Background: an optimization exercise with open tools, aiming at small area. Do not read the settings as production practice.
Function was checked by simulation only, so behaviour that the tests miss may differ from the original.

==> inputs of job 6642 <==
## conv_core
module conv_core (
  input  wire                                  clk,
  input  wire                                  rst_n,
  input  wire [16-1:0]               ifmap_dat,
  input  wire                                  ifmap_vld,
  input  wire [16-1:0]              weights_dat,
  input  wire                                  weights_vld,
  output wire [4*32-1:0]  ofmap_dat,
  output wire                                  ofmap_vld
);
  localparam integer D  = 11;    
  localparam integer NS = 7;     
  reg  [3:0]   widx;           
  reg          wloaded;        
  reg  [15:0]  wr0 [0:3];
  reg  [15:0]  wr1 [0:3];
  reg  [15:0]  wr2 [0:3];
  reg  [15:0]  wr3 [0:3];
  always @(posedge clk or negedge rst_n) begin
    if (!rst_n) begin
      widx    <= 4'd0;
      wloaded <= 1'b0;
    end else if (weights_vld) begin
      widx <= widx + 4'd1;
      if (widx == 4'd15) wloaded <= 1'b1;
    end
  end
  reg  [15:0]  dl_d [0:D-1];
  reg  [D-1:0] dl_v;
  integer k;
  ...
clock: 10.0 ns
lec_check: 0
cap_margin: 20
core_margin: 2
core_utilization: 40
slew_margin: 20
run.sh (not shown) runs the stock make flow with config.mk's settings and CLKGATE_MAP_FILE= SYNTH_SCRIPT=/design/flow/synth_recipe.tcl, a recipe that flattens the netlist after the stock synthesis.
==> job 4912: changes against job 6642 <==
--- a/flow/design.v
+++ b/flow/design.v
@@ -856,11 +856,134 @@
   wire c143;
   assign s143 = 1'b1 ^ base[31];
   assign c143 = 1'b1 & base[31];
   wire [31:0] ra = {c142, c141, c140, c139, c138, c137, c136, c135, c134, c133, c132, c131, c130, c129, c128, c127, c126, c125, c124, c123, c122, c121, c120, c119, c118, c117, c116, c115, c114, c113, c112, s112};
   wire [31:0] rb = {s143, s142, s141, s140, s139, s138, s137, s136, s135, s134, s133, s132, s131, s130, s129, s128, s127, s126, s125, s124, s123, s122, s121, s120, s119, s118, s117, s116, s115, s114, s113, base[0]};
-  assign sum = ra + rb;
+  wire [31:0] g0 = ra & rb;
+  wire [31:0] p0 = ra ^ rb;
+  wire bg0 = g0[1] | (p0[1] & g0[0]);
+  wire bg1 = g0[2] | (p0[2] & bg0);
+  wire bg2 = g0[3] | (p0[3] & bg1);
+  wire bg3 = g0[4] | (p0[4] & bg2);
+  wire bg4 = g0[5] | (p0[5] & bg3);
+  wire bg5 = g0[6] | (p0[6] & bg4);
+  wire bg6 = g0[7] | (p0[7] & bg5);
+  wire bg7 = g0[8] | (p0[8] & bg6);
+  wire bg8 = g0[9] | (p0[9] & bg7);
+  wire bp8 = p0[9] & p0[8];
+  wire bg9 = g0[11] | (p0[11] & g0[10]);
+  wire bp9 = p0[11] & p0[10];
+  wire bg10 = g0[13] | (p0[13] & g0[12]);
+  wire bp10 = p0[13] & p0[12];
+  wire bg11 = g0[15] | (p0[15] & g0[14]);
+  wire bp11 = p0[15] & p0[14];
+  wire bg12 = g0[17] | (p0[17] & g0[16]);
+  wire bp12 = p0[17] & p0[16];
+  wire bg13 = g0[19] | (p0[19] & g0[18]);
+  wire bp13 = p0[19] & p0[18];
+  wire bg14 = g0[21] | (p0[21] & g0[20]);
+  wire bp14 = p0[21] & p0[20];
+  wire bg15 = g0[23] | (p0[23] & g0[22]);
+  wire bp15 = p0[23] & p0[22];
+  wire bg16 = g0[25] | (p0[25] & g0[24]);
+  wire bp16 = p0[25] & p0[24];
+  wire bg17 = g0[27] | (p0[27] & g0[26]);
+  wire bp17 = p0[27] & p0[26];
+  wire bg18 = g0[29] | (p0[29] & g0[28]);
+  wire bp18 = p0[29] & p0[28];
+  wire bg19 = g0[31] | (p0[31] & g0[30]);
+  wire bp19 = p0[31] & p0[30];
+  wire bg20 = bg9 | (bp9 & bg8);
+  wire bp20 = bp9 & bp8;
+  wire bg21 = bg11 | (bp11 & bg10);
+  wire bp21 = bp11 & bp10;
+  wire bg22 = bg13 | (bp13 & bg12);
+  wire bp22 = bp13 & bp12;
+  wire bg23 = bg15 | (bp15 & bg14);
+  wire bp23 = bp15 & bp14;
+  wire bg24 = bg17 | (bp17 & bg16);
+  wire bp24 = bp17 & bp16;
+  wire bg25 = bg19 | (bp19 & bg18);
+  wire bp25 = bp19 & bp18;
+  wire bg26 = bg21 | (bp21 & bg20);
+  wire bp26 = bp21 & bp20;
+  wire bg27 = bg23 | (bp23 & bg22);
+  wire bp27 = bp23 & bp22;
+  wire bg28 = bg25 | (bp25 & bg24);
+  wire bp28 = bp25 & bp24;
+  wire bg29 = bg27 | (bp27 & bg26);
+  wire bp29 = bp27 & bp26;
+  wire bg30 = bg28 | (bp28 & bg29);
+  wire bp30 = bp28 & bp29;
+  wire bg31 = bg22 | (bp22 & bg26);
+  wire bp31 = bp22 & bp26;
+  wire bg32 = bg24 | (bp24 & bg29);
+  wire bp32 = bp24 & bp29;
+  wire bg33 = bg10 | (bp10 & bg20);
+  wire bp33 = bp10 & bp20;
+  wire bg34 = bg12 | (bp12 & bg26);
+  wire bp34 = bp12 & bp26;
+  wire bg35 = bg14 | (bp14 & bg31);
+  wire bp35 = bp14 & bp31;
+  wire bg36 = bg16 | (bp16 & bg29);
+  wire bp36 = bp16 & bp29;
+  wire bg37 = bg18 | (bp18 & bg32);
+  wire bp37 = bp18 & bp32;
+  wire bg38 = g0[10] | (p0[10] & bg8);
+  wire bp38 = p0[10] & bp8;
+  wire bg39 = g0[12] | (p0[12] & bg20);
+  wire bp39 = p0[12] & bp20;
+  wire bg40 = g0[14] | (p0[14] & bg33);
+  wire bp40 = p0[14] & bp33;
+  wire bg41 = g0[16] | (p0[16] & bg26);
+  wire bp41 = p0[16] & bp26;
+  wire bg42 = g0[18] | (p0[18] & bg34);
+  wire bp42 = p0[18] & bp34;
+  wire bg43 = g0[20] | (p0[20] & bg31);
+  wire bp43 = p0[20] & bp31;
+  wire bg44 = g0[22] | (p0[22] & bg35);
+  wire bp44 = p0[22] & bp35;
+  wire bg45 = g0[24] | (p0[24] & bg29);
+  wire bp45 = p0[24] & bp29;
+  wire bg46 = g0[26] | (p0[26] & bg36);
+  wire bp46 = p0[26] & bp36;
+  wire bg47 = g0[28] | (p0[28] & bg32);
+  wire bp47 = p0[28] & bp32;
+  wire bg48 = g0[30] | (p0[30] & bg37);
+  wire bp48 = p0[30] & bp37;
+  assign sum[0] = p0[0];
+  assign sum[1] = p0[1] ^ g0[0];
+  assign sum[2] = p0[2] ^ bg0;
+  assign sum[3] = p0[3] ^ bg1;
+  assign sum[4] = p0[4] ^ bg2;
+  assign sum[5] = p0[5] ^ bg3;
+  assign sum[6] = p0[6] ^ bg4;
+  assign sum[7] = p0[7] ^ bg5;
+  assign sum[8] = p0[8] ^ bg6;
+  assign sum[9] = p0[9] ^ bg7;
+  assign sum[10] = p0[10] ^ bg8;
+  assign sum[11] = p0[11] ^ bg38;
+  assign sum[12] = p0[12] ^ bg20;
+  assign sum[13] = p0[13] ^ bg39;
+  assign sum[14] = p0[14] ^ bg33;
+  assign sum[15] = p0[15] ^ bg40;
+  assign sum[16] = p0[16] ^ bg26;
+  assign sum[17] = p0[17] ^ bg41;
+  assign sum[18] = p0[18] ^ bg34;
+  assign sum[19] = p0[19] ^ bg42;
+  assign sum[20] = p0[20] ^ bg31;
+  assign sum[21] = p0[21] ^ bg43;
+  assign sum[22] = p0[22] ^ bg35;
+  assign sum[23] = p0[23] ^ bg44;
+  assign sum[24] = p0[24] ^ bg29;
+  assign sum[25] = p0[25] ^ bg45;
+  assign sum[26] = p0[26] ^ bg36;
+  assign sum[27] = p0[27] ^ bg46;
+  assign sum[28] = p0[28] ^ bg32;
+  assign sum[29] = p0[29] ^ bg47;
+  assign sum[30] = p0[30] ^ bg37;
+  assign sum[31] = p0[31] ^ bg48;
 endmodule
 `default_nettype wire
 `timescale 1ns/1ps
 `default_nettype none
 module conv_core (
@@ -948,31 +1071,39 @@
       always @(posedge clk) begin
         acc[c] <= sum[32*c +: 32];    
       end
     end
   endgenerate
-  reg  [127:0] slot [0:NS-1];
-  reg  [2:0]   wp, rp;
-  reg  [2:0]   ocnt;
-  reg          oact;
+  reg  [127:0]   slot [0:NS-1];
+  reg  [NS-1:0]  wp, rp;
+  reg  [2:0]     ocnt;
+  reg            oact;
+  reg  [127:0]   rd;
+  integer        s;
   always @(posedge clk) begin
-    if (pv && plast) slot[wp] <= sum;
+    for (s = 0; s < NS; s = s + 1)
+      if (pv && plast && wp[s]) slot[s] <= sum;
+  end
+  always @(*) begin
+    rd = 128'd0;
+    for (s = 0; s < NS; s = s + 1)
+      rd = rd | (slot[s] & {128{rp[s]}});
   end
   always @(posedge clk or negedge rst_n) begin
     if (!rst_n) begin
-      wp   <= 3'd0;
-      rp   <= 3'd0;
+      wp   <= {{(NS-1){1'b0}}, 1'b1};
+      rp   <= {{(NS-1){1'b0}}, 1'b1};
       ocnt <= 3'd0;
       oact <= 1'b0;
     end else begin
-      if (pv && plast) wp <= (wp == NS-1) ? 3'd0 : wp + 3'd1;
+      if (pv && plast) wp <= {wp[NS-2:0], wp[NS-1]};
       if (ofmap_vld) begin
-        rp   <= (rp == NS-1) ? 3'd0 : rp + 3'd1;
+        rp   <= {rp[NS-2:0], rp[NS-1]};
         ocnt <= ocnt + 3'd1;
         oact <= (ocnt != 3'd7);
       end
     end
   end
   assign ofmap_vld = pbank || oact;
-  assign ofmap_dat = slot[rp];
+  assign ofmap_dat = rd;
 endmodule
 `default_nettype wire
CAP_MARGIN = 10   (was 20)
CTS_CLUSTER_DIAMETER = 100   (was unset)
CTS_CLUSTER_SIZE = 20   (was unset)
SLEW_MARGIN = 10   (was 20)
==> impl_table.tex <==
\begin{tabular}{lr}
\hline
Metric & Value \\
\hline
\multicolumn{2}{l}{\textbf{Outcome}} \\
Outcome & complete, no violations \\
\multicolumn{2}{l}{\textbf{Critical path}} \\
Reg2reg path depth & 21 \\
\multicolumn{2}{l}{\textbf{Clock network}} \\
Count of clock tree sinks & 1487 \\
\multicolumn{2}{l}{\textbf{Detailed routing}} \\
Router iterations before antenna repair & 5 \\
\multicolumn{2}{l}{\textbf{Synth}} \\
Synthesized netlist net count & 6810 \\
Multiplexer area fraction after synthesis & 0.0804 \\
\multicolumn{2}{l}{\textbf{Cells and area}} \\
Flip-flop and latch area & 0.0415 mm\^{}2 \\
\hline
\end{tabular}
-- figures above: job 6642

==> impl_table.tex <==
\begin{tabular}{lr}
\hline
Metric & Value \\
\hline
\multicolumn{2}{l}{\textbf{Critical path}} \\
Reg2reg path depth & 26 \\
\multicolumn{2}{l}{\textbf{Cells and area}} \\
Flip-flop and latch area & 0.0417 mm\^{}2 \\
\multicolumn{2}{l}{\textbf{Clock network}} \\
Count of clock tree sinks & 1495 \\
\multicolumn{2}{l}{\textbf{Outcome}} \\
Outcome & complete, no violations \\
\hline
\end{tabular}
-- figures above: job 4912

## separate check: timing with driven ports
The results above use ideal ports. As a check the final layouts listed here were re-extracted and re-timed, cells and wires unchanged.
Step 1: set_driving_cell puts a clkbuf_16 on clk and a buf_2 on each other input, an assumption about the parent block.
Step 2 times the ports against the registers' clock, not the clock port: input delays grow and output delays shrink by t, the midpoint of the rising clock arrivals with the driver on.
Slacks: ideal / step 1 / step 2; pairs: ideal / step 1.
run | t (ns) | setup slack, ns | pins driven straight from the clock port
job 6642 | 0.875 | 1.684 / 1.684 / 1.684 | 1
job 4912 | 0.825 | 0.688 / 0.688 / 0.688 | 1
After both steps every run listed still meets setup and hold.
